From an optimization exercise on the open Yosys and OpenROAD flow, aimed at small area, a short achievable clock period and few clock cycles per item; shortcuts taken in it are not production practice.
The RTL was checked by simulation tests, not by an equivalence proof against the original design.
Power and IR drop assume default switching activity.

## flow/config.mk

```make
export PLATFORM = sky130hd
export DESIGN_NAME = wildcard_signature_scanner_core
export DESIGN_NICKNAME = wildcard_signature_scanner_core
export VERILOG_FILES = /design/flow/design.v
export SDC_FILE = /design/flow/constraint.sdc
export NUM_CORES = 4
export LEC_CHECK = 0
export CAP_MARGIN = 20
export CORE_MARGIN = 2
export CORE_UTILIZATION = 30
export SLEW_MARGIN = 20
```

## flow/design.v

```verilog
`timescale 1ns / 1ps
package wss_pkg;
    localparam int SIG_BYTES     = 24;
    localparam int LEN_W         = 5;
    localparam int SKIP_W        = 16;
    localparam int OFFSET_W      = 24;
    localparam int SEEN_W        = 25;
    localparam int CFG_INDEX_W   = 3;
    localparam int CFG_DATA_W    = 64;
    typedef enum logic [CFG_INDEX_W-1:0] {
        REG_PATTERN_LOW     = 3'd0,
        REG_PATTERN_MID     = 3'd1,
        REG_PATTERN_HIGH    = 3'd2,
        REG_CARE_MASK       = 3'd3,
        REG_PATTERN_LENGTH  = 3'd4,
        REG_SKIP_COUNT      = 3'd5,
        REG_SEARCH_DISTANCE = 3'd6
    } reg_index_t;
    typedef struct packed {
        logic [SIG_BYTES*8-1:0] pattern;
        logic [SIG_BYTES-1:0]   care;
        logic [LEN_W-1:0]       length;
        logic [SKIP_W-1:0]      skip;
        logic [OFFSET_W-1:0]    distance;
    } cfg_t;
    localparam logic [SIG_BYTES-1:0] CARE_RESET     = '1;
    localparam logic [LEN_W-1:0]     LENGTH_RESET   = 5'd1;
    localparam logic [OFFSET_W-1:0]  DISTANCE_RESET = 24'd1;
    localparam logic [SEEN_W-1:0]    SEEN_MAX       = '1;
endpackage
`timescale 1ns / 1ps
module wss_cfg_regs
(
    input  logic                               clk,
    input  logic                               rst_n,
    input  logic                               cfg_valid,
    output logic                               cfg_ready,
    input  logic [wss_pkg::CFG_INDEX_W-1:0]    cfg_index,
    input  logic [wss_pkg::CFG_DATA_W-1:0]     cfg_data,
    output wss_pkg::cfg_t                      cfg
);
    wss_pkg::cfg_t cfg_reg;
    assign cfg_ready = 1'b1;
    assign cfg       = cfg_reg;
    always_ff @(posedge clk or negedge rst_n)
    begin
        if (!rst_n)
        begin
            cfg_reg.pattern  <= '0;
            cfg_reg.care     <= wss_pkg::CARE_RESET;
            cfg_reg.length   <= wss_pkg::LENGTH_RESET;
            cfg_reg.skip     <= '0;
            cfg_reg.distance <= wss_pkg::DISTANCE_RESET;
        end
        else if (cfg_valid && cfg_ready)
        begin
            case (cfg_index)
                wss_pkg::REG_PATTERN_LOW:
                    cfg_reg.pattern[63:0] <= cfg_data;
                wss_pkg::REG_PATTERN_MID:
                    cfg_reg.pattern[127:64] <= cfg_data;
                wss_pkg::REG_PATTERN_HIGH:
                    cfg_reg.pattern[191:128] <= cfg_data;
                wss_pkg::REG_CARE_MASK:
                    cfg_reg.care <= cfg_data[wss_pkg::SIG_BYTES-1:0];
                wss_pkg::REG_PATTERN_LENGTH:
                    cfg_reg.length <= cfg_data[wss_pkg::LEN_W-1:0];
                wss_pkg::REG_SKIP_COUNT:
                    cfg_reg.skip <= cfg_data[wss_pkg::SKIP_W-1:0];
                wss_pkg::REG_SEARCH_DISTANCE:
                    cfg_reg.distance <= cfg_data[wss_pkg::OFFSET_W-1:0];
                default:
                    ;
            endcase
        end
    end
endmodule
`timescale 1ns / 1ps
module wss_match
#(
    parameter int PATTERN_BYTES = 24
)
(
    input  logic [7:0]                       data,
    input  logic [PATTERN_BYTES*8-1:0]       pattern,
    input  logic [PATTERN_BYTES-1:0]         care,
    output logic [PATTERN_BYTES-1:0]         hit_pos
);
    always_comb
    begin
        for (int k = 0; k < PATTERN_BYTES; k++)
        begin
            hit_pos[k] = !care[k] || (data == pattern[k*8 +: 8]);
        end
    end
endmodule
`timescale 1ns / 1ps
module wildcard_signature_scanner_core
#(
    parameter int PATTERN_BYTES = 24
)
(
    input  logic                              clk,
    input  logic                              rst_n,
    input  logic                              cfg_valid,
    output logic                              cfg_ready,
    input  logic [wss_pkg::CFG_INDEX_W-1:0]   cfg_index,
    input  logic [wss_pkg::CFG_DATA_W-1:0]    cfg_data,
    input  logic                              item_valid,
    output logic                              item_stall,
    input  logic [7:0]                        data_byte,
    input  logic                              last_byte,
    output logic                              result_valid,
    input  logic                              result_stall,
    output logic                              found,
    output logic [wss_pkg::OFFSET_W-1:0]      match_offset
);
    localparam int OW = wss_pkg::OFFSET_W;
    localparam int CW = OW + 1;
    wss_pkg::cfg_t                     cfg;
    logic                              a_valid;
    logic [7:0]                        a_byte;
    logic                              a_last;
    logic                              stall_reg;
    logic                              first_reg;
    logic                              done_reg;
    logic                              past_reg;
    logic [PATTERN_BYTES-1:0]          prefix_reg;
    logic [wss_pkg::SKIP_W-1:0]        skipped_reg;
    logic [CW-1:0]                     start_reg;
    logic                              res_valid_reg;
    logic                              found_reg;
    logic [OW-1:0]                     offset_reg;
    logic [4:0]                        last_pos;
    logic [CW-1:0]                     start_init;
    logic                              first_can_hit;
    logic [PATTERN_BYTES-1:0]          hit_pos;
    logic [PATTERN_BYTES-1:0]          prefix_prev;
    logic [PATTERN_BYTES-1:0]          prefix_next;
    logic                              done_eff;
    logic                              past_eff;
    logic [wss_pkg::SKIP_W-1:0]        skipped_eff;
    logic                              at_distance;
    logic                              hit;
    logic                              skip_reached;
    logic                              accept;
    logic                              produce;
    logic                              blocked;
    logic                              proc;
    logic                              take_item;
    logic                              res_valid_next;
    logic                              first_next;
    logic                              done_next;
    logic                              might_produce;
    wss_cfg_regs u_cfg
    (
        .clk       (clk),
        .rst_n     (rst_n),
        .cfg_valid (cfg_valid),
        .cfg_ready (cfg_ready),
        .cfg_index (cfg_index),
        .cfg_data  (cfg_data),
        .cfg       (cfg)
    );
    wss_match #(.PATTERN_BYTES(PATTERN_BYTES)) u_match
    (
        .data    (a_byte),
        .pattern (cfg.pattern),
        .care    (cfg.care),
        .hit_pos (hit_pos)
    );
    assign item_stall   = stall_reg;
    assign result_valid = res_valid_reg;
    assign found        = found_reg;
    assign match_offset = offset_reg;
    always_comb
    begin
        if (cfg.length == '0)
        begin
            last_pos = 5'd0;
        end
        else if (cfg.length > 5'(PATTERN_BYTES))
        begin
            last_pos = 5'(PATTERN_BYTES - 1);
        end
        else
        begin
            last_pos = cfg.length - 5'd1;
        end
        start_init    = CW'(0) - CW'(last_pos);
        first_can_hit = (last_pos == 5'd0) && (cfg.skip == '0);
    end
    always_comb
    begin
        blocked      = stall_reg && result_stall;
        proc         = a_valid && !blocked;
        take_item    = item_valid && !stall_reg;
        prefix_prev  = first_reg ? '0 : prefix_reg;
        done_eff     = done_reg && !first_reg;
        past_eff     = past_reg && !first_reg;
        skipped_eff  = first_reg ? '0 : skipped_reg;
        prefix_next  = {prefix_prev[PATTERN_BYTES-2:0], 1'b1} & hit_pos;
        at_distance  = (start_reg == {1'b0, cfg.distance});
        hit          = prefix_next[last_pos] && !past_eff && !at_distance && !done_eff;
        skip_reached = (skipped_eff == cfg.skip);
        accept       = hit && skip_reached;
        produce      = accept || (a_last && !done_eff);
        res_valid_next = (res_valid_reg && result_stall) || (proc && produce);
        first_next     = proc ? a_last : first_reg;
        done_next      = proc ? (done_eff || accept) : done_reg;
        might_produce  = !(done_next && !first_next) &&
                         (last_byte || !first_next || first_can_hit);
    end
    always_ff @(posedge clk or negedge rst_n)
    begin
        if (!rst_n)
        begin
            a_valid       <= 1'b0;
            stall_reg     <= 1'b0;
            first_reg     <= 1'b1;
            res_valid_reg <= 1'b0;
        end
        else
        begin
            a_valid       <= take_item || (a_valid && blocked);
            stall_reg     <= (a_valid && blocked) ||
                             (take_item && res_valid_next && might_produce);
            first_reg     <= first_next;
            res_valid_reg <= res_valid_next;
        end
    end
    always_ff @(posedge clk)
    begin
        if (!stall_reg)
        begin
            a_byte <= data_byte;
            a_last <= last_byte;
        end
        if (proc)
        begin
            prefix_reg  <= prefix_next;
            past_reg    <= past_eff || at_distance;
            done_reg    <= done_eff || accept;
            skipped_reg <= (hit && !skip_reached) ? skipped_eff + 1'b1 : skipped_eff;
        end
        if (proc ? a_last : first_reg)
        begin
            start_reg <= start_init;
        end
        else if (proc)
        begin
            start_reg <= start_reg + 1'b1;
        end
        if (proc && produce)
        begin
            found_reg  <= accept;
            offset_reg <= accept ? start_reg[OW-1:0] : '0;
        end
    end
endmodule
```

## flow/run.sh

```bash
#!/bin/bash
# synth_recipe.tcl (not shown) runs the flow's synth.tcl, then flattens the netlist and writes it again
# the make line also repeats each setting of config.mk as NAME=value (left out here)
make -C /OpenROAD-flow-scripts/flow DESIGN_CONFIG=/design/flow/config.mk WORK_HOME=/design/flow/orfs CLKGATE_MAP_FILE= SYNTH_SCRIPT=/design/flow/synth_recipe.tcl finish
```

## flow/constraint.sdc

```tcl
create_clock -name core_clock -period 11.0 [get_ports {clk}]
set_input_delay 2.2000 -clock core_clock [delete_from_list [all_inputs] [get_ports {clk}]]
set_output_delay 2.2000 -clock core_clock [all_outputs]
set_load 0.01 [all_outputs]
```

==> summary.txt, run 1 <==
H-tree Lvls: 2
CP endpoint kind: flop
R2R cell count: 10
Synth cell types: 65
CTS tree: built
initial antenna violation count: 1
setup TNS: 0 ns
fin nets: 1578
Comb pwr share: 26.7%
clk slew on worst S/H paths: 0.06 ns
worst path cell trace: buf_4, xnor2_1, nand4_1, o21ai_0, and4_1, a211o_1, a32oi_1, a221oi_1, nand3_1, mux2_2
CP Class: flop to flop
Remaining Overflow, GRT: 0
GPL Wtd Cong: 0.841
Resize count post-CTS: 0
worst hold slack: 0.524 ns
Die W: 249 um
root buffer cell: clkbuf_16
# IOs: 109
clock skew: 0.0225 ns
max_slew headroom: 22.4%
Most used DFF post-synth: dfrtp_1
Total GRT Usage: 14.3%
first-pass GRT wire length: 69.4 mm
switching power total: 1.50 mW
Hold Startpoint: u_cfg.cfg_reg[119]
PnR worst setup slack: 6.63 ns
Setup Buffers After CTS: 0
Lkg Pwr: 7.85 nW
ANT nets after route: 0
Largest register FFs: 261
Fmax achieved: 0.229 GHz
Syn. warnings: 3
P&R area growth vs syn: 16.4%
Min-Delay Path Depth: 1
Clk Latency, worst-skew pair: 0.55 ns
period utilisation layout: 39.8%
synthesized instance count: 1406
# diodes: 0
Row Count: 89
PD cells: 224 nW/um^2
clock buffer count from CTS: 39
Chip Height: 249 um
Seq/Total Area, Yosys: 53.4%
clock sink count: 365
final hold violations: 0
pin count of the biggest net entering global routing: 146
post-synthesis cell area: 18100 sq um
hpwl dp: 30.0 mm
critical path launch point type: flop
# Max-Cap Violations: 0
die footprint: 62200 sq um
unrepaired setup endpoints after global routing: false
Final setup viols: 0
largest vdd supply drop: 111 uV
switching share of power: 31.8%
syn avg cell area: 12.9 sq um
hold crit path type: flop to flop
vias post-DR: 11200
WL/cell: 19.7 um
Clock Tree Buf Depth: 3
Synth Net Count: 1493
dpl ws: 5.81 ns
fraction of layout cells with a size suffix above 1: 25.8%
worst-path fanout max: 17
WP data required: 11.29 ns
post-route insts no fill: 2295
Inst Count DP: 2223
clock group share of total power: 28.2%
async set-reset flop share out of synthesis: 72.6%
Slew Limit Fails: 0
Initial Util: 30.5%
vias in the first global route: 11300
DR iter-0 viols: 857
DRC viols: 0
CP startpoint: a_byte[2]
P_int: 3.22 mW
hold buffers post-CTS: 0
crit path time final: 4.37 ns
Tot Pwr: 4.72 mW
WL final: 45.3 mm
1st-pass router iterations: 5
EDFF count, synth: 99
FF-to-FF Start: a_byte[2]
Core Footprint: 59200 sq um
CP max-delay cell: a221oi_1
vias per cell: 4.90
sequential fraction of design power: 45.1%
CP max stage delay: 1.06 ns
status: timing/DRC/antenna clean
worst-margin pin slew: 1.16 ns
I/O Buffers: 107
WP data arrival: 4.66 ns
flops & latches, synth: 365
per-layer routing:
layer  wire length, um  track usage (%)  vias up  share of wire [%]
met3              1790             2.14       59                4.0
met2             21100             22.9      219                 47
met5                13                0        -              0.029
li1                  -                -     5193                  -
met4               807             3.10        2                1.8
met1             21600             20.5     5764                 48
critical path: cells and delay by family (launching register included):
kind / cells / cell delay [ns]
compound gates: 4 / 1.83
xor+xnor: 1 / 0.17
buf+inv: 1 / 0.45
flops: 1 / 0.65
mux: 1 / 0.33
simple gates: 3 / 0.68
Yosys cell counts, types with 20 or more instances:
cell      count  area share [%]
and3_1       38             1.3
dfrtp_1     238              33
clkbuf_1     47            0.98
mux2_2      268              17
xnor2_1     215              10
nor2b_1      20            0.69
nand4_1      66             2.3
xor2_1       40             1.9
dfstp_2      27             3.9
nand2_1      36            0.75
o21ai_0      49             1.4
edfxtp_1     99              16
nor2_1       43            0.89
and2_1       27            0.93
nand3_1      28            0.78
through the flow:
stage	cell area, sq um	utilization [%]
global placement	19700	33.3
global route	21000	35.5
CTS	21000	35.5
floorplan	18100	-
detailed placement	19700	33.3
finish	21000	35.5
layout by cell type, fill, tap and decap left out, types with 3 or more instances in the layout:
cell type | Yosys | final
a21oi_1 | 8 | 8
a22oi_1 | 3 | 3
a31oi_1 | 10 | 10
and2_1 | 27 | 27
and3_1 | 38 | 38
buf_4 | 6 | 15
clkbuf_1 | 47 | 12
clkbuf_16 | 0 | 40
clkbuf_8 | 0 | 12
clkdlybuf4s50_1 | 0 | 106
clkinv_2 | 0 | 3
dfrtp_1 | 238 | 238
dfstp_2 | 27 | 27
edfxtp_1 | 99 | 99
ha_1 | 6 | 6
inv_1 | 13 | 13
mux2_2 | 268 | 268
nand2_1 | 36 | 36
nand2b_1 | 5 | 5
nand3_1 | 28 | 28
nand4_1 | 66 | 66
nand4b_1 | 3 | 3
nor2_1 | 43 | 43
nor2b_1 | 20 | 20
nor3_1 | 10 | 9
nor4_1 | 10 | 10
nor4bb_1 | 7 | 7
o21ai_0 | 49 | 48
o21ai_1 | 6 | 6
o32ai_1 | 6 | 6
or4_1 | 4 | 4
xnor2_1 | 215 | 215
xor2_1 | 40 | 40
cell families after synthesis:
kind of cell / synth area share [%]
buffers and inverters: 3.32
AOI/OAI and AO/OA: 3.61
muxes: 16.9
DFF: 53.4
other: 0.0208
adders and majority gates: 0.415
and+or+nand+nor: 9.71
xor gates and xnor gates: 12.5
power by group through the flow:
stage	Sequential [mW]	Clock [mW]	Combinational, mW
2_1_floorplan	2.03	0	1.01
3_3_place_gp	2.14	0	1.23
3_5_place_dp	2.15	0	1.26
4_1_cts	2.13	1.36	1.27
5_1_grt	2.18	1.41	1.39
6_report	2.13	1.33	1.26
layout make-up:
cell class / instances / area, sq um
clock buffers: 64 / 1210
clock inverters: 8 / 82.6
well taps: 773 / 967
multi-input cells: 947 / 7850
flip-flops and latches: 365 / 9660
inverters: 15 / 56.3
repair buffers: 123 / 1210
fillers: 5811 / 38200
final timing paths:
check,to,slack [ns]
setup / recovery,skipped_reg[15],6.63
hold reg to reg,u_cfg.cfg_reg[119],0.52
hold / removal,u_cfg.cfg_reg[119],0.52
min in group asynchronous,u_cfg.cfg_reg[115],1.77
max in group asynchronous,u_cfg.cfg_reg[204],7.84
setup reg to reg,skipped_reg[15],6.63
Testbench counts, summed over its fixed seeds: cycles 72,767, bytes 72,386.
==> run 2, diff against run 1 <==
--- a/flow/design.v
+++ b/flow/design.v
@@ -38,5 +38,7 @@
     input  logic [wss_pkg::CFG_INDEX_W-1:0]    cfg_index,
     input  logic [wss_pkg::CFG_DATA_W-1:0]     cfg_data,
-    output wss_pkg::cfg_t                      cfg
+    output wss_pkg::cfg_t                      cfg,
+    output logic [2:0]                         pattern_written,
+    output logic                               care_written
 );
     wss_pkg::cfg_t cfg_reg;
@@ -47,6 +49,6 @@
         if (!rst_n)
         begin
-            cfg_reg.pattern  <= '0;
-            cfg_reg.care     <= wss_pkg::CARE_RESET;
+            pattern_written  <= '0;
+            care_written     <= 1'b0;
             cfg_reg.length   <= wss_pkg::LENGTH_RESET;
             cfg_reg.skip     <= '0;
@@ -54,4 +56,28 @@
         end
         else if (cfg_valid && cfg_ready)
+        begin
+            case (cfg_index)
+                wss_pkg::REG_PATTERN_LOW:
+                    pattern_written[0] <= 1'b1;
+                wss_pkg::REG_PATTERN_MID:
+                    pattern_written[1] <= 1'b1;
+                wss_pkg::REG_PATTERN_HIGH:
+                    pattern_written[2] <= 1'b1;
+                wss_pkg::REG_CARE_MASK:
+                    care_written <= 1'b1;
+                wss_pkg::REG_PATTERN_LENGTH:
+                    cfg_reg.length <= cfg_data[wss_pkg::LEN_W-1:0];
+                wss_pkg::REG_SKIP_COUNT:
+                    cfg_reg.skip <= cfg_data[wss_pkg::SKIP_W-1:0];
+                wss_pkg::REG_SEARCH_DISTANCE:
+                    cfg_reg.distance <= cfg_data[wss_pkg::OFFSET_W-1:0];
+                default:
+                    ;
+            endcase
+        end
+    end
+    always_ff @(posedge clk)
+    begin
+        if (cfg_valid && cfg_ready)
         begin
             case (cfg_index)
@@ -64,10 +90,4 @@
                 wss_pkg::REG_CARE_MASK:
                     cfg_reg.care <= cfg_data[wss_pkg::SIG_BYTES-1:0];
-                wss_pkg::REG_PATTERN_LENGTH:
-                    cfg_reg.length <= cfg_data[wss_pkg::LEN_W-1:0];
-                wss_pkg::REG_SKIP_COUNT:
-                    cfg_reg.skip <= cfg_data[wss_pkg::SKIP_W-1:0];
-                wss_pkg::REG_SEARCH_DISTANCE:
-                    cfg_reg.distance <= cfg_data[wss_pkg::OFFSET_W-1:0];
                 default:
                     ;
@@ -85,11 +105,16 @@
     input  logic [PATTERN_BYTES*8-1:0]       pattern,
     input  logic [PATTERN_BYTES-1:0]         care,
+    input  logic [2:0]                       pattern_written,
+    input  logic                             care_written,
     output logic [PATTERN_BYTES-1:0]         hit_pos
 );
+    logic data_zero;
     always_comb
     begin
+        data_zero = (data == 8'd0);
         for (int k = 0; k < PATTERN_BYTES; k++)
         begin
-            hit_pos[k] = !care[k] || (data == pattern[k*8 +: 8]);
+            hit_pos[k] = (care_written && !care[k]) ||
+                         (pattern_written[k / 8] ? (data == pattern[k*8 +: 8]) : data_zero);
         end
     end
@@ -120,8 +145,9 @@
     wss_pkg::cfg_t                     cfg;
     logic                              a_valid;
-    logic [7:0]                        a_byte;
+    logic [PATTERN_BYTES-1:0]          a_pos;
     logic                              a_last;
     logic                              stall_reg;
     logic                              first_reg;
+    logic                              second_reg;
     logic                              done_reg;
     logic                              past_reg;
@@ -131,8 +157,11 @@
     logic                              res_valid_reg;
     logic                              found_reg;
-    logic [OW-1:0]                     offset_reg;
     logic [4:0]                        last_pos;
     logic [CW-1:0]                     start_init;
+    logic [CW-1:0]                     start_init2;
     logic                              first_can_hit;
+    logic [CW-1:0]                     start_cur;
+    logic [2:0]                        pattern_written;
+    logic                              care_written;
     logic [PATTERN_BYTES-1:0]          hit_pos;
     logic [PATTERN_BYTES-1:0]          prefix_prev;
@@ -146,5 +175,4 @@
     logic                              accept;
     logic                              produce;
-    logic                              blocked;
     logic                              proc;
     logic                              take_item;
@@ -161,11 +189,15 @@
         .cfg_index (cfg_index),
         .cfg_data  (cfg_data),
-        .cfg       (cfg)
+        .cfg       (cfg),
+        .pattern_written (pattern_written),
+        .care_written    (care_written)
     );
     wss_match #(.PATTERN_BYTES(PATTERN_BYTES)) u_match
     (
-        .data    (a_byte),
+        .data    (data_byte),
         .pattern (cfg.pattern),
         .care    (cfg.care),
+        .pattern_written (pattern_written),
+        .care_written    (care_written),
         .hit_pos (hit_pos)
     );
@@ -173,5 +205,5 @@
     assign result_valid = res_valid_reg;
     assign found        = found_reg;
-    assign match_offset = offset_reg;
+    assign match_offset = start_reg[OW-1:0];
     always_comb
     begin
@@ -189,10 +221,10 @@
         end
         start_init    = CW'(0) - CW'(last_pos);
+        start_init2   = CW'(1) - CW'(last_pos);
         first_can_hit = (last_pos == 5'd0) && (cfg.skip == '0);
     end
     always_comb
     begin
-        blocked      = stall_reg && result_stall;
-        proc         = a_valid && !blocked;
+        proc         = a_valid && !stall_reg;
         take_item    = item_valid && !stall_reg;
         prefix_prev  = first_reg ? '0 : prefix_reg;
@@ -200,6 +232,7 @@
         past_eff     = past_reg && !first_reg;
         skipped_eff  = first_reg ? '0 : skipped_reg;
-        prefix_next  = {prefix_prev[PATTERN_BYTES-2:0], 1'b1} & hit_pos;
-        at_distance  = (start_reg == {1'b0, cfg.distance});
+        start_cur    = first_reg ? start_init : (second_reg ? start_init2 : start_reg);
+        prefix_next  = {prefix_prev[PATTERN_BYTES-2:0], 1'b1} & a_pos;
+        at_distance  = (start_cur == {1'b0, cfg.distance});
         hit          = prefix_next[last_pos] && !past_eff && !at_distance && !done_eff;
         skip_reached = (skipped_eff == cfg.skip);
@@ -210,5 +243,5 @@
         done_next      = proc ? (done_eff || accept) : done_reg;
         might_produce  = !(done_next && !first_next) &&
-                         (last_byte || !first_next || first_can_hit);
+                         (!first_next || last_byte || first_can_hit);
     end
     always_ff @(posedge clk or negedge rst_n)
@@ -219,12 +252,17 @@
             stall_reg     <= 1'b0;
             first_reg     <= 1'b1;
+            second_reg    <= 1'b0;
             res_valid_reg <= 1'b0;
         end
         else
         begin
-            a_valid       <= take_item || (a_valid && blocked);
-            stall_reg     <= (a_valid && blocked) ||
+            a_valid       <= take_item || (a_valid && stall_reg);
+            stall_reg     <= (a_valid && stall_reg && res_valid_next) ||
                              (take_item && res_valid_next && might_produce);
             first_reg     <= first_next;
+            if (proc)
+            begin
+                second_reg <= first_reg && !a_last;
+            end
             res_valid_reg <= res_valid_next;
         end
@@ -234,5 +272,5 @@
         if (!stall_reg)
         begin
-            a_byte <= data_byte;
+            a_pos  <= hit_pos;
             a_last <= last_byte;
         end
@@ -244,16 +282,22 @@
             skipped_reg <= (hit && !skip_reached) ? skipped_eff + 1'b1 : skipped_eff;
         end
-        if (proc ? a_last : first_reg)
-        begin
-            start_reg <= start_init;
-        end
-        else if (proc)
-        begin
-            start_reg <= start_reg + 1'b1;
+        if (proc && !done_eff && !(first_reg && !produce))
+        begin
+            if (accept)
+            begin
+                start_reg <= start_cur;
+            end
+            else if (a_last)
+            begin
+                start_reg <= '0;
+            end
+            else
+            begin
+                start_reg <= start_cur + 1'b1;
+            end
         end
         if (proc && produce)
         begin
-            found_reg  <= accept;
-            offset_reg <= accept ? start_reg[OW-1:0] : '0;
+            found_reg <= accept;
         end
     end
==> run 2 against run 1 <==
Utilization fell by 0.13 points. Highest routed layer is now met4. Still clean on timing, DRC and antenna. Critical path type unchanged. Critical endpoint is now start_reg[15]. Via count rose by 4.4%. Non-clock buffer count rose by 4. Design area fell by 3.0%. Largest power group unchanged.
==> summary.txt, run 2 <==
fraction of layout cells with a size suffix above 1: 10.6%
P&R area growth vs syn: 16.5%
gr busiest metal: met2
hold crit path type: flop to flop
Lkg Pwr: 6.91 nW
synthesized instance count: 1406
R2R cell count: 16
Synth area leader: edfxtp_1
clock buffer count from CTS: 37
setup TNS: 0 ns
delay-heaviest family, CP: simple AND/OR/NAND/NOR gates
most frequent CP cell: ha_1
Row Count: 88
largest vdd supply drop: 104 uV
CP Class: flop to flop
Setup Buffers After CTS: 0
CP endpoint kind: flop
M3 GR Usage: 2.05%
most frequent cells in the layout: edfxtp_1 (307), xor2_1 (124), clkdlybuf4s50_1 (104)
hold buffers post-CTS: 0
EDFF count, synth: 307
die footprint: 60400 sq um
Chip Height: 246 um
worst hold endpoint: u_cfg.cfg_reg[22]
1st-pass router iterations: 5
WP data required: 11.30 ns
Synth top area share: 52.6%
vias post-DR: 11700
hpwl dp: 32.4 mm
Remaining Overflow, GRT: 0
CTS tree: built
async set-reset flop share out of synthesis: 14.9%
clock sink count: 362
# Max-Cap Violations: 0
crit path time final: 5.89 ns
Min-Delay Path Depth: 1
clock skew: 0.0202 ns
r2r endpoint: start_reg[15]
PD cells: 211 nW/um^2
root buffer cell: clkbuf_16
vias per cell: 5.17
Inst Count DP: 2198
status: timing/DRC/antenna clean
DRC viols: 0
top-count cell post-synth: edfxtp_1
post-route insts no fill: 2267
Slew Limit Fails: 0
final hold violations: 0
Fmax achieved: 0.170 GHz
GPL Wtd Cong: 0.868
Hold Startpoint: u_cfg.cfg_reg[22]
H-tree Lvls: 2
Most used DFF post-synth: edfxtp_1
pin count of the biggest net entering global routing: 66
first-pass GRT wire length: 73.6 mm
vias in the first global route: 11600
worst-path fanout max: 19
Final setup viols: 0
Initial Util: 30.4%
Buf/Inv on CP: 3
syn avg cell area: 12.5 sq um
critical path launch point type: flop
CP max stage delay: 0.70 ns
r2r setup slk: 5.11 ns
max_slew headroom: 34.3%
Total GRT Usage: 15.9%
Resize count post-CTS: 0
Synth Net Count: 1494
worst path cell trace: inv_1, ha_1, nor4b_4, nor3_2, clkinv_1, ha_1, o31a_1, nand4_1, o21ai_0, a211o_1, nor4_4, nand4b_4, nand2_4, inv_2, o21ai_1, o21ba_2
WL/cell: 21.3 um
Core Footprint: 57700 sq um
Die W: 246 um
met1 Usage GRT: 22.1%
clk slew on worst S/H paths: 0.06 ns
CP max-delay cell: nor3_2
worst-margin pin slew: 0.978 ns
fin nets: 1561
Clk Latency, worst-skew pair: 0.55 ns
Largest register FFs: 261
Seq/Total Area, Yosys: 60.4%
ANT nets after route: 0
I/O Buffers: 107
# IOs: 109
unrepaired setup endpoints after global routing: false
WL final: 48.3 mm
DR iter-0 viols: 993
largest cells by area after synthesis: edfxtp_1 (53%), dfrtp_1 (7.3%), xor2_1 (6.2%)
WP data arrival: 6.19 ns
period utilisation layout: 53.5%
FF-to-FF Start: u_cfg.cfg_reg[40]
Clock Tree Buf Depth: 3
post-synthesis cell area: 17500 sq um
Synth cell types: 86
flops & latches, synth: 362
Syn. warnings: 3
most common cell after layout, fill and taps aside: edfxtp_1
initial antenna violation count: 2
GR Util met2: 26.1%
top cells by count, synth: edfxtp_1 (307), xor2_1 (124), xnor2_1 (92)
==> run 2: changes by cell type in the layout (fill, tap and decap cells not counted), sizes merged, moves of 20 or more <==
cell    delta
a21oi     +37
and2      -20
dfrtp    -187
dfstp     -24
edfxtp   +208
mux2     -224
nand2     +44
nand3     +38
nand4     -50
nor3      +33
nor4      +28
xnor2    -125
xor2      +84
==> run 2: final cells by class <==
| class | instances | area, sq um |
|---|---|---|
| repair buffers | 127 | 1210 |
| diodes | 1 | 2.50 |
| inverters | 34 | 130 |
| well taps | 765 | 957 |
| clock inverters | 21 | 154 |
| fillers | 5613 | 37300 |
| flip-flops and latches | 362 | 10600 |
| clock buffers | 46 | 1010 |
| multi-input cells | 911 | 6350 |
==> run 2: per-layer routing <==
| metal | share of wire (%) | vias to the layer above | routed length (um) |
|---|---|---|---|
| met1 | 45 | 5942 | 21500 |
| met2 | 48 | 364 | 23200 |
| met4 | 2.1 | 0 | 1000 |
| met3 | 5.4 | 67 | 2600 |
| met5 | 0 | - | 0 |
| li1 | - | 5356 | - |
==> run 2: worst max path at each step <==
| stage | start | depth (start not counted) | slack [ns] | to |
|---|---|---|---|---|
| global placement | u_cfg.cfg_reg[40] | 16 | 5.47 | start_reg[15] |
| global route | u_cfg.cfg_reg[40] | 16 | 4.80 | start_reg[15] |
| finish | u_cfg.cfg_reg[40] | 16 | 5.11 | start_reg[15] |
| detailed placement | u_cfg.cfg_reg[40] | 16 | 5.25 | start_reg[15] |
| floorplan | cfg_index[2] | 3 | 3.25 | u_cfg.pattern_written[1] |
| CTS | u_cfg.cfg_reg[40] | 16 | 5.27 | start_reg[15] |
==> run 2: kinds of logic (layout without fill, tap and decap cells) <==
logic type      count (synthesis)  in the layout  synth area share [%]
simple gates                  395            395                  12.2
flops                         362            362                  60.4
compound gates                239            239                  9.26
xor+xnor                      216            216                  10.8
buf+inv                       133            228                  3.45
mux                            53             53                  3.38
fa+ha+maj                       7              7                 0.500
other cells                     1              2                0.0214
==> run 2: through the flow <==
step / hold WS, ns / util (%) / power [mW] / setup slack [ns] / instance area [sq um]
floorplan: 0.426 / - / 2.72 / 3.25 / 17500
global placement: 0.496 / 33.3 / 3.08 / 5.47 / 19200
detailed placement: 0.494 / 33.3 / 3.11 / 5.25 / 19200
CTS: 0.509 / 35.4 / 4.34 / 5.27 / 20400
global route: 0.527 / 35.4 / 4.53 / 4.80 / 20400
finish: 0.503 / 35.4 / 4.31 / 5.11 / 20400
==> run 2: power by group <==
part | internal, mW | switching (mW) | leakage, nW
Combinational | 0.463 | 0.697 | 2.82
Sequential | 1.72 | 0.216 | 3.52
Clock | 0.683 | 0.537 | 0.576
Testbench counts of run 2, summed over its fixed seeds: cycles 72,767, bytes 72,386.
==> run 3, diff against run 2 <==
--- a/flow/config.mk
+++ b/flow/config.mk
@@ -8,4 +8,4 @@
 export CAP_MARGIN = 20
 export CORE_MARGIN = 2
-export CORE_UTILIZATION = 30
+export CORE_UTILIZATION = 60
 export SLEW_MARGIN = 20
==> run 3 against run 2 <==
Utilization increased by 34 points. Count of clock-buffer cells in the layout grew 3. Die area decreased by 49%. Maximum frequency shrank 0.76%. Worst setup slack lost 0.045 ns. Via count increased by 1.8%. Register-to-register slack got worse by 0.04 ns. Non-clock buffer count rose by 2. Worst hold slack worse by 0.028 ns. Wire length shrank 9.8%. Largest cell class unchanged. Largest power group unchanged.
==> summary.txt, run 3 <==
M3 GR Usage: 5.87%
P_int: 2.88 mW
Synth Area in Adders: 0.500%
clock sink count: 362
Fmax achieved: 0.169 GHz
Min-Delay Path Depth: 0
clock buffer count from CTS: 38
Syn. warnings: 3
clock group share of total power: 28.5%
Setup Buffers After CTS: 0
# IOs: 109
post-synthesis mux area share: 3.38%
setup TNS: 0 ns
gr busiest metal: met2
Inst Count DP: 1820
Clock Tree Buf Depth: 3
unrepaired setup endpoints after global routing: false
Synth area leader: edfxtp_1
I/O Buffers: 107
CTS tree: built
most common cell after layout, fill and taps aside: edfxtp_1
delay-heaviest family, CP: simple AND/OR/NAND/NOR gates
Core Footprint: 28700 sq um
worst-margin pin slew: 0.946 ns
Remaining Overflow, GRT: 0
final hold violations: 0
Synth Area in XOR/XNOR: 10.8%
Lkg Pwr: 6.92 nW
hpwl dp: 28.5 mm
Clk Latency, worst-skew pair: 0.54 ns
max_slew headroom: 36.6%
fin nets: 1564
critical path launch point type: flop
PD cells: 216 nW/um^2
Chip Height: 175 um
hold crit path type: flop to flop
Layout fillers: 2091
simple-gate share of the synthesized area: 12.2%
Synth Net Count: 1494
dpl ws: 5.21 ns
Row Count: 62
H-tree Lvls: 2
flops & latches, synth: 362
vias per cell: 6.32
Resize count post-CTS: 0
top-count cell post-synth: edfxtp_1
post-synthesis cell area: 17500 sq um
WL/cell: 23.0 um
WL final: 43.6 mm
vias in the first global route: 11600
Die W: 175 um
# Max-Cap Violations: 0
top cells by count, synth: edfxtp_1 (307), xor2_1 (124), xnor2_1 (92)
largest cells by area after synthesis: edfxtp_1 (53%), dfrtp_1 (7.3%), xor2_1 (6.2%)
status: timing/DRC/antenna clean
Synth cell types: 86
Most used DFF post-synth: edfxtp_1
Initial Util: 61.1%
crit path time final: 5.93 ns
Tot Pwr: 4.31 mW
pin count of the biggest net entering global routing: 66
GPL Wtd Cong: 0.907
largest vdd supply drop: 141 uV
GR Util met2: 45.9%
root buffer cell: clkbuf_16
synthesized instance count: 1406
1st-pass router iterations: 5
Stages on worst setup path: 16
Synth top area share: 52.6%
switching power total: 1.43 mW
WP data arrival: 6.23 ns
sequential fraction of design power: 44.6%
CP Class: flop to flop
WP data required: 11.29 ns
vias post-DR: 11900
Largest register FFs: 261
PnR worst setup slack: 5.07 ns
EDFF count, synth: 307
most frequent CP cell: ha_1
fraction of layout cells with a size suffix above 1: 10.6%
die footprint: 30600 sq um
clk slew on worst S/H paths: 0.06 ns
met1 Usage GRT: 41.3%
hold buffers post-CTS: 0
Final setup viols: 0
syn avg cell area: 12.5 sq um
Buf/Inv on CP: 3
Comb pwr share: 26.8%
ANT nets after route: 0
Compound-Gate Fraction of Synth Area: 9.26%
initial antenna violation count: 2
period utilisation layout: 54.0%
DR iter-0 viols: 1212
CP max-delay cell: nor3_2
worst path cell trace: inv_1, ha_1, nor4b_4, nor3_2, clkinv_1, ha_1, o31a_1, and4_1, a221o_1, a211o_1, nor4_4, nand4b_4, nand2_4, inv_2, o21ai_1, o21ba_2
switching share of power: 33.2%
CP max stage delay: 0.70 ns
post-route insts no fill: 1891
CP endpoint kind: flop
P&R area growth vs syn: 14.0%
first-pass GRT wire length: 67.5 mm
largest family of logic cells by synthesized area: simple AND/OR/NAND/NOR gates
async set-reset flop share out of synthesis: 14.9%
Slew Limit Fails: 0
Seq/Total Area, Yosys: 60.4%
Total GRT Usage: 28.9%
most frequent cells in the layout: edfxtp_1 (307), xor2_1 (124), clkdlybuf4s50_1 (104)
R2R cell count: 16
DRC viols: 0
clock skew: 0.0164 ns
worst-path fanout max: 19
run 3: cell counts after synthesis:
No cell type changed its count.
run 3: final cells by class:
cell class	count	area, sq um	share of cell area [%]
diodes	1	2.50	0.0125
clock buffers	49	992	4.97
clock inverters	21	199	0.996
inverters	34	130	0.651
multi-input cells	911	6360	31.8
flip-flops and latches	362	10600	53.0
well taps	384	480	2.41
repair buffers	129	1220	6.11
run 3: path summary, 6_finish.rpt:
kind,startpoint,end,slack (ns)
hold / removal,a_pos[0],prefix_reg[0],0.48
min in group asynchronous,rst_n,u_cfg.cfg_reg[33],1.81
setup / recovery,u_cfg.cfg_reg[40],start_reg[15],5.07
hold reg to reg,a_pos[0],prefix_reg[0],0.48
setup reg to reg,u_cfg.cfg_reg[40],start_reg[15],5.07
max in group asynchronous,rst_n,u_cfg.cfg_reg[16],8.68
run 3: metrics by stage:
step / utilization (%) / instance area, sq um / hold slack, ns
floorplan: - / 17500 / 0.426
global placement: 65.4 / 18800 / 0.472
detailed placement: 65.4 / 18800 / 0.459
CTS: 69.6 / 20000 / 0.475
global route: 69.6 / 20000 / 0.489
finish: 69.6 / 20000 / 0.476
run 3: cell families after synthesis:
kind of cell	after synthesis
simple gates	395
flops	362
compound gates	239
xor+xnor	216
buf+inv	133
mux	53
fa+ha+maj	7
other cells	1
run 3: worst register-to-register path, delay by kind of cell (launching register included):
family / cells / cell delay, ns
buf+inv: 3 / 0.71
simple gates: 6 / 2.07
fa+ha+maj: 2 / 0.72
flops: 1 / 0.56
compound gates: 5 / 1.64
run 3: power groups by stage:
stage	clock network (mW)	logic, mW	registers, mW
2_1_floorplan	0	0.878	1.84
3_3_place_gp	0	1.12	1.94
3_5_place_dp	0	1.14	1.95
4_1_cts	1.25	1.14	1.92
5_1_grt	1.30	1.27	1.95
6_report	1.23	1.16	1.92
run 3: metal layers:
metal	wire length [um]	vias up	share of wire [%]
met5	13	-	0.030
met4	856	2	2.0
met3	3950	77	9.1
met2	20400	581	47
met1	18400	5899	42
li1	-	5385	-

[static timing again, ports no longer ideal]
The results above use ideal ports. As a check the final layouts listed here were re-extracted and re-timed, cells and wires unchanged. Step 1, drivers: a clkbuf_16 drives clk and a buf_2 each remaining input, both assumed. Step 2 moves the port delays by t, midway between the first and last clock arrival at a register: inputs arrive t later, outputs are due t later. That takes back most of the time a late clock gives input paths. a / b / c = ideal / step 1 / step 2; a / b = the first two.
| run | shift t [ns] | slack for setup (ns) | worst setup path after step 2 | clock arrival spread, ns | cell pins on the clock port's net |
|---|---|---|---|---|---|
| run 1 | 0.595 | 6.627 / 6.627 / 6.076 | input to register | 0.024 / 0.023 | 1 |
| run 2 | 0.594 | 5.110 / 5.110 / 5.110 | register to register | 0.024 / 0.024 | 1 |
| run 3 | 0.583 | 5.065 / 5.065 / 5.065 | register to register | 0.019 / 0.019 | 1 |
After both steps setup and hold are still met in every run listed. For run 1, which loses most, drivers alone change the setup slack by 0.000 ns; drivers and shift together by -0.551 ns.
